What follows belongs to an exercise in optimizing a design on an open flow for small area; a production flow would make more cautious choices. Function was checked by simulation only, so behaviour that the tests miss may differ from the original.

==> inputs of tundra <==
// cordic
module cordic
(
  input  logic               clk,
  input  logic               reset,
  input  logic               enable,
  input  logic signed [30:0] i_xval,
  input  logic signed [30:0] i_yval,
  input  logic        [11:0] i_phase,
  output logic signed [31:0] o_xval,
  output logic signed [31:0] o_yval
);
  logic [3:0] cnt;
  always_ff @(posedge clk) begin
    if (reset) cnt <= '0;
    else if (enable && cnt != 4'd12) cnt <= cnt + 4'd1;
  end
  logic [31:0] ax, ay;
  logic [1:0]  aq;
  logic [9:0]  ap;
  logic        qd_x, qd_y;
  assign qd_x = (i_phase[11:10] == 2'd2);
  assign qd_y = (i_phase[11:10] == 2'd1);
  always_ff @(posedge clk) begin
    if (enable) begin
      ax <= {i_xval[30], i_xval} - {31'd0, qd_x};
      ay <= {i_yval[30], i_yval} - {31'd0, qd_y};
      aq <= i_phase[11:10];
      ap <= i_phase[9:0];
    end
  end
  logic        n1;
  logic        mx_x, my_x, c_x, mx_y, my_y, c_y;
  logic signed [15:0] r1, r2;
  assign r1 = {2'b00, ap, 4'b0000} - 16'd8192;
  assign n1 = r1[15];
  assign r2 = n1 ? r1 + 16'sd4836 : r1 - 16'sd4836;
  always_comb begin
    case ({aq, n1})
      3'd0: {mx_x, my_x, c_x} = 3'b011;
      3'd1: {mx_x, my_x, c_x} = 3'b100;
      3'd2: {mx_x, my_x, c_x} = 3'b111;
      3'd3: {mx_x, my_x, c_x} = 3'b000;
      3'd4: {mx_x, my_x, c_x} = 3'b100;
      3'd5: {mx_x, my_x, c_x} = 3'b011;
      3'd6: {mx_x, my_x, c_x} = 3'b000;
      3'd7: {mx_x, my_x, c_x} = 3'b111;
      default: {mx_x, my_x, c_x} = 3'b000;
    endcase
    case (aq)
  ...
Settings: LEC_CHECK=0, CAP_MARGIN=20, CORE_MARGIN=2, CORE_UTILIZATION=40, CTS_BUF_LIST=sky130_fd_sc_hd__clkbuf_16, CTS_CLUSTER_DIAMETER=90, CTS_CLUSTER_SIZE=24, SLEW_MARGIN=20, SYNTH_HIERARCHICAL=1, SYNTH_MINIMUM_KEEP_SIZE=0; clock period 5.0 ns.
run.sh (not shown) runs the stock make flow with config.mk's settings and CLKGATE_MAP_FILE= SYNTH_SCRIPT=/design/flow/synth_recipe.tcl, a recipe that flattens the netlist after the stock synthesis.
==> onyx (differences from tundra) <==
--- a/flow/design.v
+++ b/flow/design.v
@@ -12,13 +12,13 @@
 endmodule
 module cc_nand2b (input logic an, input logic b, output logic y);
   assign y = ~(~an & b);
 endmodule
 module cc_fa (input logic a, input logic b, input logic c, output logic s, output logic co);
   assign s  = a ^ b ^ c;
-  assign co = (a & b) | (a & c) | (b & c);
+  assign co = (a & (b | c)) | (b & c);
 endmodule
 module cordic_add #(parameter int N = 18, parameter bit INVB = 1'b0, parameter int NFA = 0) (
   input  logic [N-1:0] a,
   input  logic [N-1:0] b,
   input  logic         ci,
   output logic [N-1:0] s,
@@ -63,53 +63,60 @@
     if (reset) cnt <= '0;
     else if (enable && cnt != 4'd12) cnt <= cnt + 4'd1;
   end
   logic [31:0] ax, ay;
   logic [1:0]  aq;
   logic [9:0]  ap;
-  logic        qd_x, qd_y;
+  logic        qd_x, qd_y, mi_x, mi_y;
   assign qd_x = (i_phase[11:10] == 2'd2);
   assign qd_y = (i_phase[11:10] == 2'd1);
+  always_comb begin
+    case ({i_phase[11:10], ~i_phase[9]})
+      3'd0: {mi_x, mi_y} = 2'b01;
+      3'd1: {mi_x, mi_y} = 2'b10;
+      3'd2: {mi_x, mi_y} = 2'b11;
+      3'd3: {mi_x, mi_y} = 2'b00;
+      3'd4: {mi_x, mi_y} = 2'b10;
+      3'd5: {mi_x, mi_y} = 2'b01;
+      3'd6: {mi_x, mi_y} = 2'b00;
+      3'd7: {mi_x, mi_y} = 2'b11;
+      default: {mi_x, mi_y} = 2'b00;
+    endcase
+  end
   always_ff @(posedge clk) begin
     if (enable) begin
-      ax <= {i_xval[30], i_xval} - {31'd0, qd_x};
-      ay <= {i_yval[30], i_yval} - {31'd0, qd_y};
+      ax <= ({i_xval[30], i_xval} - {31'd0, qd_x}) ^ {32{mi_x}};
+      ay <= ({i_yval[30], i_yval} - {31'd0, qd_y}) ^ {32{mi_y}};
       aq <= i_phase[11:10];
       ap <= i_phase[9:0];
     end
   end
   logic        n1;
-  logic        mx_x, my_x, c_x, mx_y, my_y, c_y;
+  logic        c_x, c_y, dx;
   logic signed [15:0] r1, r2;
   assign r1 = {2'b00, ap, 4'b0000} - 16'd8192;
   assign n1 = r1[15];
   assign r2 = n1 ? r1 + 16'sd4836 : r1 - 16'sd4836;
   always_comb begin
     case ({aq, n1})
-      3'd0: {mx_x, my_x, c_x} = 3'b011;
-      3'd1: {mx_x, my_x, c_x} = 3'b100;
-      3'd2: {mx_x, my_x, c_x} = 3'b111;
-      3'd3: {mx_x, my_x, c_x} = 3'b000;
-      3'd4: {mx_x, my_x, c_x} = 3'b100;
-      3'd5: {mx_x, my_x, c_x} = 3'b011;
-      3'd6: {mx_x, my_x, c_x} = 3'b000;
-      3'd7: {mx_x, my_x, c_x} = 3'b111;
-      default: {mx_x, my_x, c_x} = 3'b000;
-    endcase
-    case (aq)
-      2'd0: {mx_y, my_y, c_y} = 3'b000;
-      2'd1: {mx_y, my_y, c_y} = 3'b010;
-      2'd2: {mx_y, my_y, c_y} = 3'b111;
-      2'd3: {mx_y, my_y, c_y} = 3'b101;
-      default: {mx_y, my_y, c_y} = 3'b000;
+      3'd0: {c_x, c_y, dx} = 3'b100;
+      3'd1: {c_x, c_y, dx} = 3'b011;
+      3'd2: {c_x, c_y, dx} = 3'b111;
+      3'd3: {c_x, c_y, dx} = 3'b000;
+      3'd4: {c_x, c_y, dx} = 3'b010;
+      3'd5: {c_x, c_y, dx} = 3'b101;
+      3'd6: {c_x, c_y, dx} = 3'b001;
+      3'd7: {c_x, c_y, dx} = 3'b110;
+      default: {c_x, c_y, dx} = 3'b000;
     endcase
   end
-  logic [14:0] hxl, hyl;
+  logic [14:0] hxl, hyl, hyt;
   logic        hxc, hyc;
-  cordic_add #(.NFA(2), .N(15), .INVB(1'b0)) u_p0xl (.a(ax[14:0] ^ {15{mx_x}}), .b(ay[14:0] ^ {15{my_x}}), .ci(c_x), .s(hxl), .co(hxc));
-  cordic_add #(.NFA(2), .N(15), .INVB(1'b0)) u_p0yl (.a(ax[14:0] ^ {15{mx_y}}), .b(ay[14:0] ^ {15{my_y}}), .ci(c_y), .s(hyl), .co(hyc));
+  cordic_add #(.NFA(2), .N(15), .INVB(1'b0)) u_p0xl (.a(ax[14:0]), .b(ay[14:0]), .ci(c_x), .s(hxl), .co(hxc));
+  cordic_add #(.NFA(2), .N(15), .INVB(1'b1)) u_p0yl (.a(ax[14:0]), .b(ay[14:0]), .ci(c_y), .s(hyt), .co(hyc));
+  assign hyl = hyt ^ {15{dx}};
   logic [17:3] xl1, yl1;   
   logic [17:2] xl2, yl2;   
   logic [17:0] xl [3:11];
   logic [17:0] yl [3:11];
   logic [16:0] xh [0:10];
   logic [16:0] yh [0:10];
@@ -123,29 +130,31 @@
   logic [10:0] rr5;   
   logic [9:0] rr6;   
   logic [7:0] rr7;   
   logic [7:0] rr8;   
   logic [1:0] dq8;   
   logic [0:0] dq9;   
-  logic        m_xx, m_xy, m_yx, m_yy;   
+  logic        m_dx;   
   always_ff @(posedge clk) begin
     if (enable) begin
       xl1 <= hxl;
       yl1 <= hyl;
       cx[1] <= hxc;
       cy[1] <= hyc;
       xh[0] <= ax[31:15];
       yh[0] <= ay[31:15];
-      {m_xx, m_xy, m_yx, m_yy} <= {mx_x, my_x, mx_y, my_y};
+      m_dx  <= dx;
       nr[1] <= n1;
       rr2   <= r2[13:2];
     end
   end
   logic [16:0] xh1n, yh1n;
-  cordic_add #(.NFA(2), .N(17), .INVB(1'b0)) u_p0xh (.a(xh[0] ^ {17{m_xx}}), .b(yh[0] ^ {17{m_xy}}), .ci(cx[1]), .s(xh1n), .co());
-  cordic_add #(.NFA(2), .N(17), .INVB(1'b0)) u_p0yh (.a(xh[0] ^ {17{m_yx}}), .b(yh[0] ^ {17{m_yy}}), .ci(cy[1]), .s(yh1n), .co());
+  logic [16:0] yh1t;
+  cordic_add #(.NFA(2), .N(17), .INVB(1'b0)) u_p0xh (.a(xh[0]), .b(yh[0]), .ci(cx[1]), .s(xh1n), .co());
+  cordic_add #(.NFA(2), .N(17), .INVB(1'b1)) u_p0yh (.a(xh[0]), .b(yh[0]), .ci(cy[1]), .s(yh1t), .co());
+  assign yh1n = yh1t ^ {17{m_dx}};
   logic [17:2] xl1s, yl1s, xl1a, yl1n;
   logic        xl1c, yl1c;
   assign xl1s = {xh1n[0], xl1[17:3]};
   assign yl1s = {yh1n[0], yl1[17:3]};
   cordic_add #(.NFA(2), .N(16), .INVB(1'b1)) u_xl1 (.a({xl1, nr[1]}), .b(yl1s), .ci(1'b1), .s(xl1a), .co(xl1c));
   cordic_add #(.NFA(2), .N(16), .INVB(1'b0)) u_yl1 (.a({yl1, 1'b0}), .b(xl1s), .ci(nr[1]), .s(yl1n), .co(yl1c));
==> comparison <==
- Against onyx, the via count of tundra is higher by about 0.4%.
- Between tundra and onyx, the lower sequential share of layout area is in tundra (gap 0.18 points).
- Between onyx and tundra, the lower first-iteration DRC count is in tundra (gap 5.5%, measured against tundra).
- Synthesized cell count: tundra is higher than onyx (0.79%).
- Of onyx and tundra, tundra has the higher fmax (gap 5.1%, measured against tundra).
- Of onyx and tundra, tundra has the higher clock-buffer cell count (gap 2).
- Against tundra, the hold slack of onyx is lower by 1.3 ps.
- Against tundra, the clock skew of onyx is higher by 5.3 ps.
==> figures <==
| metric | onyx | tundra |
|---|---|---|
| Arr. time, crit path | 5040 ps | 4640 ps |
| Critical Path End | o_xval[30] | xl1[17] |
| Number of global-route vias before repair | 34600 | 34900 |
| Status | timing/DRC/antenna clean | timing/DRC/antenna clean |
| Worst hold path endpoint | xh[0][4] | xh[0][12] |
| Wire length of the first global-routing pass | 168000 um | 170000 um |
| Capture instance of the worst register-to-register path | o_xval[30] | xl1[17] |
| Highest clock rate | 0.226 GHz | 0.238 GHz |
| Ratio of layout area to synthesized area | 1.092x | 1.094x |
| Netlist area before placement | 0.0615 sq mm | 0.0618 sq mm |
| Fraction of area in multi-input gates | 0.466 | 0.466 |
| # placed instances | 7974 | 8041 |
| Final critical-path setup slack | 576 ps | 802 ps |
| Largest fanout on the critical path | 4 | 15 |
| Critical path's largest stage delay | 530 ps | 610 ps |
| Weighted congestion at the end of routability-driven global placement | 0.806 | 0.821 |
| Placement-stage cell area | 0.0656 sq mm | 0.0660 sq mm |

re-timing with driven ports:
How much do the figures lean on ideal ports? The routed layouts below were timed once more, with nothing changed but the port constraints. Step 1 (the two cells are an assumption about what drives the block):
set clk [get_ports {clk}]
set_driving_cell -lib_cell sky130_fd_sc_hd__clkbuf_16 $clk
set_driving_cell -lib_cell sky130_fd_sc_hd__buf_2 [delete_from_list [all_inputs] $clk]
Step 2, shift: input delay + t, output delay - t, t = (earliest + latest rising clock arrival at the registers) / 2. This alone moves slack from input paths to output paths. a / b / c = ideal ports / drivers / drivers and shift; a / b = the first two.
run | t, ns | setup WS [ns] | hold slack, ns | latest minus earliest clock arrival (ns)
tundra | 0.736 | 0.802 / 0.802 / 0.802 | 0.425 / 0.425 / 0.425 | 0.060 / 0.060
onyx | 0.746 | 0.576 / 0.576 / 0.576 | 0.424 / 0.424 / 0.424 | 0.064 / 0.063
After both steps every run listed still meets setup and hold.
